This is an optimization exercise on Yosys and OpenROAD, whose aim is small area, a short achievable clock period and few clock cycles per item, not a production implementation.
At most, simulation tests tie the RTL to the original design; equivalence was not proved.
No activity file was given, so power comes from the tool's default toggle rates.

== rev 12 ==
==> flow/design.v <==
package srsw_pkg;
    localparam int SEQ_COUNT = 32;
    localparam int SEQ_W     = 5;
    localparam int BLOCK_W   = 24;
    localparam int HI_W      = BLOCK_W - SEQ_W;    
    localparam int WSIZE_W   = 5;
    localparam int TIMEOUT_W = 10;
    localparam int TIMER_W   = 11;
    localparam int CFG_IDX_W = 1;
    localparam int CFG_W     = 10;
    localparam logic [CFG_IDX_W-1:0] REG_WINDOW_SIZE = 1'd0;
    localparam logic [CFG_IDX_W-1:0] REG_TIMEOUT     = 1'd1;
    localparam logic OP_ACK  = 1'b0;
    localparam logic OP_TICK = 1'b1;
endpackage
module srsw_cell (
    input  logic       clk,
    input  logic       rst_n,
    input  logic       live,       
    input  logic [9:0] n1,         
    input  logic [9:0] n0,
    input  logic       tz,         
    input  logic       rmode,      
    input  logic       rfirst,     
    input  logic       do_tick,    
    input  logic       do_mark,    
    input  logic       hit,        
    input  logic       fresh,      
    output logic       pend,       
    output logic       exp,        
    output logic       acked
);
    logic [9:0]  timer;
    logic [9:0]  t_next;
    logic        exp_r;
    logic        mk;
    logic        upd;
    logic        acked_r;
    logic        eq;
    logic        inc;
    logic        clr;
    assign pend  = live & ~acked_r;
    assign exp   = exp_r;
    assign acked = acked_r;
    assign inc   = do_tick & pend;
    assign clr   = fresh | hit;
    assign mk    = do_mark & live;
    assign upd   = inc | (rmode & pend);
    always_comb
    begin
        logic c;
        eq = 1'b1;
        for (int i = 0; i < 10; i++)
        begin
            eq = eq & (timer[i] ? n1[i] : n0[i]);
        end
        c = inc & ~(&timer);
        for (int i = 0; i < 10; i++)
        begin
            t_next[i] = ~clr & (timer[i] ^ c);
            c         = c & timer[i];
        end
    end
    always_ff @(posedge clk)
    begin
        timer <= t_next;
        acked_r <= ~fresh & (acked_r | mk);
    end
    always_ff @(posedge clk or negedge rst_n)
    begin
        if (!rst_n)
        begin
            exp_r <= 1'b0;
        end
        else
        begin
            exp_r <= (clr & tz) | (~clr & ~mk & upd & ((exp_r & ~rfirst) | eq))
                                | (~clr & ~mk & ~upd & exp_r);
        end
    end
endmodule
module selective_repeat_sender_window_top (
    input  logic                                 clk,
    input  logic                                 rst_n,
    input  logic                                 start,
    output logic                                 busy,
    input  logic [5:0]                           item,      
    input  logic                                 cfg_we,
    input  logic [srsw_pkg::CFG_IDX_W-1:0]       cfg_idx,
    input  logic [srsw_pkg::CFG_W-1:0]           cfg_data,
    output logic                                 result_valid,
    output logic [29:0]                          result     
);
    localparam int N  = srsw_pkg::SEQ_COUNT;
    localparam int SW = srsw_pkg::SEQ_W;
    localparam int HW = srsw_pkg::HI_W;
    function automatic logic [N-1:0] therm(input logic [SW-1:0] b);
        logic [N-1:0] t;
        for (int p = 0; p < N; p++)
        begin
            logic r;
            r = 1'b1;
            for (int i = 0; i < SW; i++)
            begin
                r = ((p >> i) & 1) ? (~b[i] | r) : (~b[i] & r);
            end
            t[p] = r;
        end
        therm = t;
    endfunction
    function automatic logic [N-1:0] decode(input logic [SW-1:0] b);
        logic [N-1:0] t;
        for (int p = 0; p < N; p++)
        begin
            t[p] = b == SW'(p);
        end
        decode = t;
    endfunction
    function automatic logic lt5(input logic [SW-1:0] a, input logic [SW-1:0] b);
        logic r;
        r = 1'b0;
        for (int i = 0; i < SW; i++)
        begin
            r = (~a[i] & b[i]) | (~(a[i] ^ b[i]) & r);
        end
        lt5 = r;
    endfunction
    function automatic logic [N-1:0] below(input logic [N-1:0] v);
        logic [N-1:0] x;
        x = v;
        x = x | (x << 1);
        x = x | (x << 2);
        x = x | (x << 4);
        x = x | (x << 8);
        x = x | (x << 16);
        below = x << 1;
    endfunction
    function automatic logic [SW-1:0] encode(input logic [N-1:0] oh);
        logic [SW-1:0] r;
        r = '0;
        for (int p = 0; p < N; p++)
        begin
            r = r | (oh[p] ? SW'(p) : SW'(0));
        end
        encode = r;
    endfunction
    logic          v0;
    logic          op0;
    logic [SW-1:0] s0;
    always_ff @(posedge clk or negedge rst_n)
    begin
        if (!rst_n)
        begin
            v0 <= 1'b0;
        end
        else
        begin
            v0 <= start && !busy_reg;
        end
    end
    always_ff @(posedge clk)
    begin
        op0 <= item[5];
        s0  <= item[4:0];
    end
    assign busy = busy_reg;
    logic [SW-1:0] base_reg;
    logic [SW-1:0] nxt_reg;
    logic [HW-1:0] hi_reg;
    logic [4:0]    ws_reg;
    logic [9:0]    to_reg;       
    logic          tz_reg;       
    logic [3:0]    rstep;        
    logic [3:0]    rstep_next;
    logic          busy_reg;
    logic [9:0]    n1_reg;       
    logic [9:0]    n0_reg;
    logic [9:0]    n1_next;
    logic [9:0]    n0_next;
    logic          rmode;
    logic          rfirst;
    logic [N-1:0]  live_reg;
    logic [N-1:0]  atb_reg;      
    logic          room_reg;     
    logic [SW-1:0] lo_reg;       
    logic          rv1_reg;      
    logic          rs1_reg;
    logic          wrap1_reg;
    logic [N-1:0]  seq1_reg;     
    logic          rv_reg;
    logic [29:0]   res_reg;
    logic do_tick, do_ack;
    assign do_tick = v0 && op0;
    assign do_ack  = v0 && !op0;
    logic [N-1:0] pend, expd, ackd;
    logic [N-1:0] hit, fresh, mark;
    for (genvar p = 0; p < N; p++)
    begin : g_slot
        srsw_cell u_cell (
            .clk     (clk),
            .rst_n   (rst_n),
            .live    (live_reg[p]),
            .n1      (n1_reg),
            .n0      (n0_reg),
            .tz      (tz_reg),
            .rmode   (rmode),
            .rfirst  (rfirst),
            .do_tick (do_tick),
            .do_mark (mark[p]),
            .hit     (hit[p]),
            .fresh   (fresh[p]),
            .pend    (pend[p]),
            .exp     (expd[p]),
            .acked   (ackd[p])
        );
    end
    logic [N-1:0]  exp_h, first;
    logic          any_h, any_e;
    logic          sent;
    logic [N-1:0]  dnxt;
    logic [N-1:0]  gt_b, zs, zs_h, bz_h, bz, zfirst, atb_new, passed;
    logic          any_zh;
    logic          slide;
    logic [SW-1:0] cnt, cnt1, lo;
    logic          room_c, room_1, room_s;
    logic [N-1:0]  from_lo, short_of_lo;
    always_comb
    begin
        exp_h = expd & atb_reg;
        any_h = |exp_h;
        any_e = |expd;
        first = expd & ((atb_reg & ~below(exp_h)) | (~atb_reg & ~below(expd) & {N{~any_h}}));
        dnxt  = decode(nxt_reg);
        sent  = do_tick && !any_e && room_reg;
        gt_b    = {atb_reg[N-2:0], 1'b0};
        zs      = ~(ackd & live_reg);
        zs_h    = zs & gt_b;
        any_zh  = |zs_h;
        bz_h    = below(zs_h);
        bz      = below(zs);
        zfirst  = any_zh ? (zs_h & ~bz_h) : (zs & ~bz);
        atb_new = any_zh ? (zs_h | bz_h) : (zs | bz);
        passed  = any_zh ? (atb_reg & ~atb_new) : (atb_reg | ~atb_new);
        slide   = do_ack && (s0 == base_reg) && (base_reg != nxt_reg);
        cnt     = nxt_reg - base_reg;
        cnt1    = cnt + SW'(1);
        room_c  = lt5(cnt, ws_reg);
        room_1  = lt5(cnt1, ws_reg);
        lo      = nxt_reg - ws_reg + SW'(1);
        from_lo = therm(lo_reg);
        short_of_lo = lt5(base_reg, lo_reg) ? (gt_b & ~from_lo) : (gt_b | ~from_lo);
        room_s  = room_reg || !(|(zs & short_of_lo));
        for (int p = 0; p < N; p++)
        begin
            hit[p]   = do_tick && first[p];
            fresh[p] = sent && dnxt[p];
            mark[p]  = do_ack && (s0 == SW'(p));
        end
    end
    assign rmode  = rstep >= 4'd2;
    assign rfirst = rstep == 4'd2;
    always_comb
    begin
        logic [9:0] r;
        if (rstep == 4'd1)
        begin
            rstep_next = (base_reg != nxt_reg) ? 4'd2 : 4'd0;
        end
        else if (rstep == 4'd12 || rstep == 4'd0)
        begin
            rstep_next = 4'd0;
        end
        else
        begin
            rstep_next = rstep + 4'd1;
        end
        r = to_reg - 10'd1;
        n1_next = r;
        n0_next = ~r;
        if (rstep_next == 4'd12)
        begin
            n1_next = to_reg;
            n0_next = ~to_reg;
        end
        else if (rstep_next >= 4'd2)
        begin
            for (int j = 0; j < 10; j++)
            begin
                if (j > 11 - int'(rstep_next))
                begin
                    n1_next[j] = to_reg[j];
                    n0_next[j] = ~to_reg[j];
                end
                else if (j == 11 - int'(rstep_next))
                begin
                    n1_next[j] = ~to_reg[j];
                    n0_next[j] = 1'b0;
                end
                else
                begin
                    n1_next[j] = 1'b1;
                    n0_next[j] = 1'b1;
                end
            end
        end
    end
    always_ff @(posedge clk)
    begin
        n1_reg <= n1_next;
        n0_reg <= n0_next;
    end
    logic [HW-1:0] hi_inc;
    assign hi_inc = hi_reg + HW'(1);
    always_ff @(posedge clk or negedge rst_n)
    begin
        if (!rst_n)
        begin
            base_reg    <= '0;
            nxt_reg     <= '0;
            hi_reg      <= '0;
            ws_reg      <= 5'd7;
            to_reg      <= 10'd20;
            tz_reg      <= 1'b0;
            rstep       <= 4'd0;
            busy_reg    <= 1'b0;
            live_reg    <= '0;
            atb_reg     <= '1;
            room_reg    <= 1'b1;
            lo_reg      <= 5'd26;
            rv1_reg     <= 1'b0;
            rv_reg      <= 1'b0;
        end
        else
        begin
            rv1_reg <= do_tick && (any_e || room_reg);
            rv_reg  <= rv1_reg;
            if (sent)
            begin
                nxt_reg  <= nxt_reg + SW'(1);
                live_reg <= live_reg | dnxt;
            end
            if (slide)
            begin
                base_reg <= encode(zfirst);
                atb_reg  <= atb_new;
                live_reg <= live_reg & ~passed;
                if (!any_zh)
                begin
                    hi_reg <= hi_inc;
                end
            end
            room_reg <= slide ? room_s : (sent ? room_1 : room_c);
            lo_reg   <= sent ? lo_reg + SW'(1) : lo;
            rstep <= rstep_next;
            if (rstep == 4'd1)
            begin
                busy_reg <= base_reg != nxt_reg;
            end
            else if (rstep_next == 4'd12)
            begin
                busy_reg <= 1'b0;
            end
            if (cfg_we)
            begin
                if (cfg_idx == srsw_pkg::REG_WINDOW_SIZE)
                begin
                    ws_reg <= cfg_data[4:0];
                end
                else
                begin
                    to_reg   <= cfg_data;
                    tz_reg   <= cfg_data == '0;
                    rstep    <= 4'd1;
                    busy_reg <= (base_reg != nxt_reg) || v0;
                end
            end
        end
    end
    logic [SW-1:0] rseq;
    assign rseq = encode(seq1_reg);
    always_ff @(posedge clk)
    begin
        rs1_reg   <= any_e;
        seq1_reg  <= any_e ? first : dnxt;
        wrap1_reg <= any_e ? !any_h : lt5(nxt_reg, base_reg);
        res_reg   <= {rseq, (wrap1_reg ? hi_inc : hi_reg), rseq, rs1_reg};
    end
    assign result_valid = rv_reg;
    assign result       = res_reg;
endmodule
export LEC_CHECK = 0
export CAP_MARGIN = 20
export CORE_MARGIN = 2
export CORE_UTILIZATION = 60
export PLACE_DENSITY = 0.75
export SLEW_MARGIN = 20
create_clock -name core_clock -period 10.0 [get_ports {clk}]
standard.sh (not shown) runs the stock make flow with config.mk's settings and CLKGATE_MAP_FILE= SYNTH_SCRIPT=/design/flow/synth_recipe.tcl, a recipe that flattens the netlist after the stock synthesis.
==> flow/flow/run.sh <==
#!/bin/bash
export SETUP_SLACK_MARGIN=6.5
bash standard.sh > standard.log 2>&1
Testbench counts of rev 12, summed over its fixed seeds: cycles 3,216, items 3,200.
What rev 13 does differently from rev 12 at the input level:
--- a/flow/design.v
+++ b/flow/design.v
@@ -117,13 +117,4 @@
         decode = t;
     endfunction
-    function automatic logic lt5(input logic [SW-1:0] a, input logic [SW-1:0] b);
-        logic r;
-        r = 1'b0;
-        for (int i = 0; i < SW; i++)
-        begin
-            r = (~a[i] & b[i]) | (~(a[i] ^ b[i]) & r);
-        end
-        lt5 = r;
-    endfunction
     function automatic logic [N-1:0] below(input logic [N-1:0] v);
         logic [N-1:0] x;
@@ -165,5 +156,4 @@
     end
     assign busy = busy_reg;
-    logic [SW-1:0] base_reg;
     logic [SW-1:0] nxt_reg;
     logic [HW-1:0] hi_reg;
@@ -219,8 +209,10 @@
     logic          sent;
     logic [N-1:0]  dnxt;
-    logic [N-1:0]  gt_b, zs, zs_h, bz_h, bz, zfirst, atb_new, passed;
+    logic [N-1:0]  gt_b, zs, zs_h, bz_h, bz, atb_new, passed;
     logic          any_zh;
     logic          slide;
-    logic [SW-1:0] cnt, cnt1, lo;
+    logic [SW-1:0] lo;
+    logic [N-1:0]  b1, dlo, dlo_c;
+    logic          nonempty;
     logic          room_c, room_1, room_s;
     logic [N-1:0]  from_lo, short_of_lo;
@@ -239,15 +231,16 @@
         bz_h    = below(zs_h);
         bz      = below(zs);
-        zfirst  = any_zh ? (zs_h & ~bz_h) : (zs & ~bz);
         atb_new = any_zh ? (zs_h | bz_h) : (zs | bz);
         passed  = any_zh ? (atb_reg & ~atb_new) : (atb_reg | ~atb_new);
-        slide   = do_ack && (s0 == base_reg) && (base_reg != nxt_reg);
-        cnt     = nxt_reg - base_reg;
-        cnt1    = cnt + SW'(1);
-        room_c  = lt5(cnt, ws_reg);
-        room_1  = lt5(cnt1, ws_reg);
+        b1       = atb_reg & ~gt_b;      
+        nonempty = |live_reg;
+        slide    = |(mark & b1 & live_reg);
         lo      = nxt_reg - ws_reg + SW'(1);
+        dlo     = decode(lo_reg);
+        dlo_c   = decode(lo);
+        room_c  = (ws_reg != '0) && !(|(dlo_c & ~b1 & (live_reg | dnxt)));
+        room_1  = room_reg && !(|(dlo & b1));
         from_lo = therm(lo_reg);
-        short_of_lo = lt5(base_reg, lo_reg) ? (gt_b & ~from_lo) : (gt_b | ~from_lo);
+        short_of_lo = (|(dlo & gt_b)) ? (gt_b & ~from_lo) : (gt_b | ~from_lo);
         room_s  = room_reg || !(|(zs & short_of_lo));
         for (int p = 0; p < N; p++)
@@ -265,5 +258,5 @@
         if (rstep == 4'd1)
         begin
-            rstep_next = (base_reg != nxt_reg) ? 4'd2 : 4'd0;
+            rstep_next = nonempty ? 4'd2 : 4'd0;
         end
         else if (rstep == 4'd12 || rstep == 4'd0)
@@ -316,5 +309,4 @@
         if (!rst_n)
         begin
-            base_reg    <= '0;
             nxt_reg     <= '0;
             hi_reg      <= '0;
@@ -342,5 +334,4 @@
             if (slide)
             begin
-                base_reg <= encode(zfirst);
                 atb_reg  <= atb_new;
                 live_reg <= live_reg & ~passed;
@@ -355,5 +346,5 @@
             if (rstep == 4'd1)
             begin
-                busy_reg <= base_reg != nxt_reg;
+                busy_reg <= nonempty;
             end
             else if (rstep_next == 4'd12)
@@ -372,5 +363,5 @@
                     tz_reg   <= cfg_data == '0;
                     rstep    <= 4'd1;
-                    busy_reg <= (base_reg != nxt_reg) || v0;
+                    busy_reg <= nonempty || v0;
                 end
             end
@@ -383,5 +374,5 @@
         rs1_reg   <= any_e;
         seq1_reg  <= any_e ? first : dnxt;
-        wrap1_reg <= any_e ? !any_h : lt5(nxt_reg, base_reg);
+        wrap1_reg <= any_e ? !any_h : !(|(dnxt & atb_reg));
         res_reg   <= {rseq, (wrap1_reg ? hi_inc : hi_reg), rseq, rs1_reg};
     end
==> comparison <==
- Compared with rev 12, in rev 13 wire length after detailed routing now sits higher; slew at the pin with the worst max-slew slack now sits lower; summed area of non-filler cells in the final layout now sits higher; met2 track utilization from global routing now sits higher; number of input and output port buffers inserted now sits at about the same level.
- Rev 13 vs rev 12, portion of total power attributed to the clock network went up by 4.9 points.
- Start point of the critical path: atb_reg[1] -> rev 12, atb_reg[24] -> rev 13
Only the layout flow was run in rev 13; the RTL was not checked for function there.

-- static timing again, ports no longer ideal --
The flow's constraints put no driver on any port. The routed layouts listed below were extracted and timed again, unchanged, in two steps. Step 1, drivers: a clkbuf_16 drives clk and a buf_2 each remaining input, both assumed. Step 2 times the ports against the registers' clock, not the clock port: input delays grow and output delays shrink by t, the midpoint of the rising clock arrivals with the driver on. Slacks: no drivers / after step 1 / after step 2; pairs: no drivers / after step 1.
run	t, ns	slack for setup (ns)	hold slack, ns	worst register clock-pin slew, ns
rev 12	0.675	6.447 / 6.447 / 6.338	0.346 / 0.346 / 0.346	0.06 / 0.06
rev 13	0.693	6.485 / 6.468 / 6.363	0.328 / 0.328 / 0.328	0.06 / 0.06
After both steps setup and hold are still met in every run listed. For rev 13, which loses most, drivers alone change the setup slack by -0.017 ns; drivers and shift together by -0.122 ns. Setup slack includes reset recovery checks.
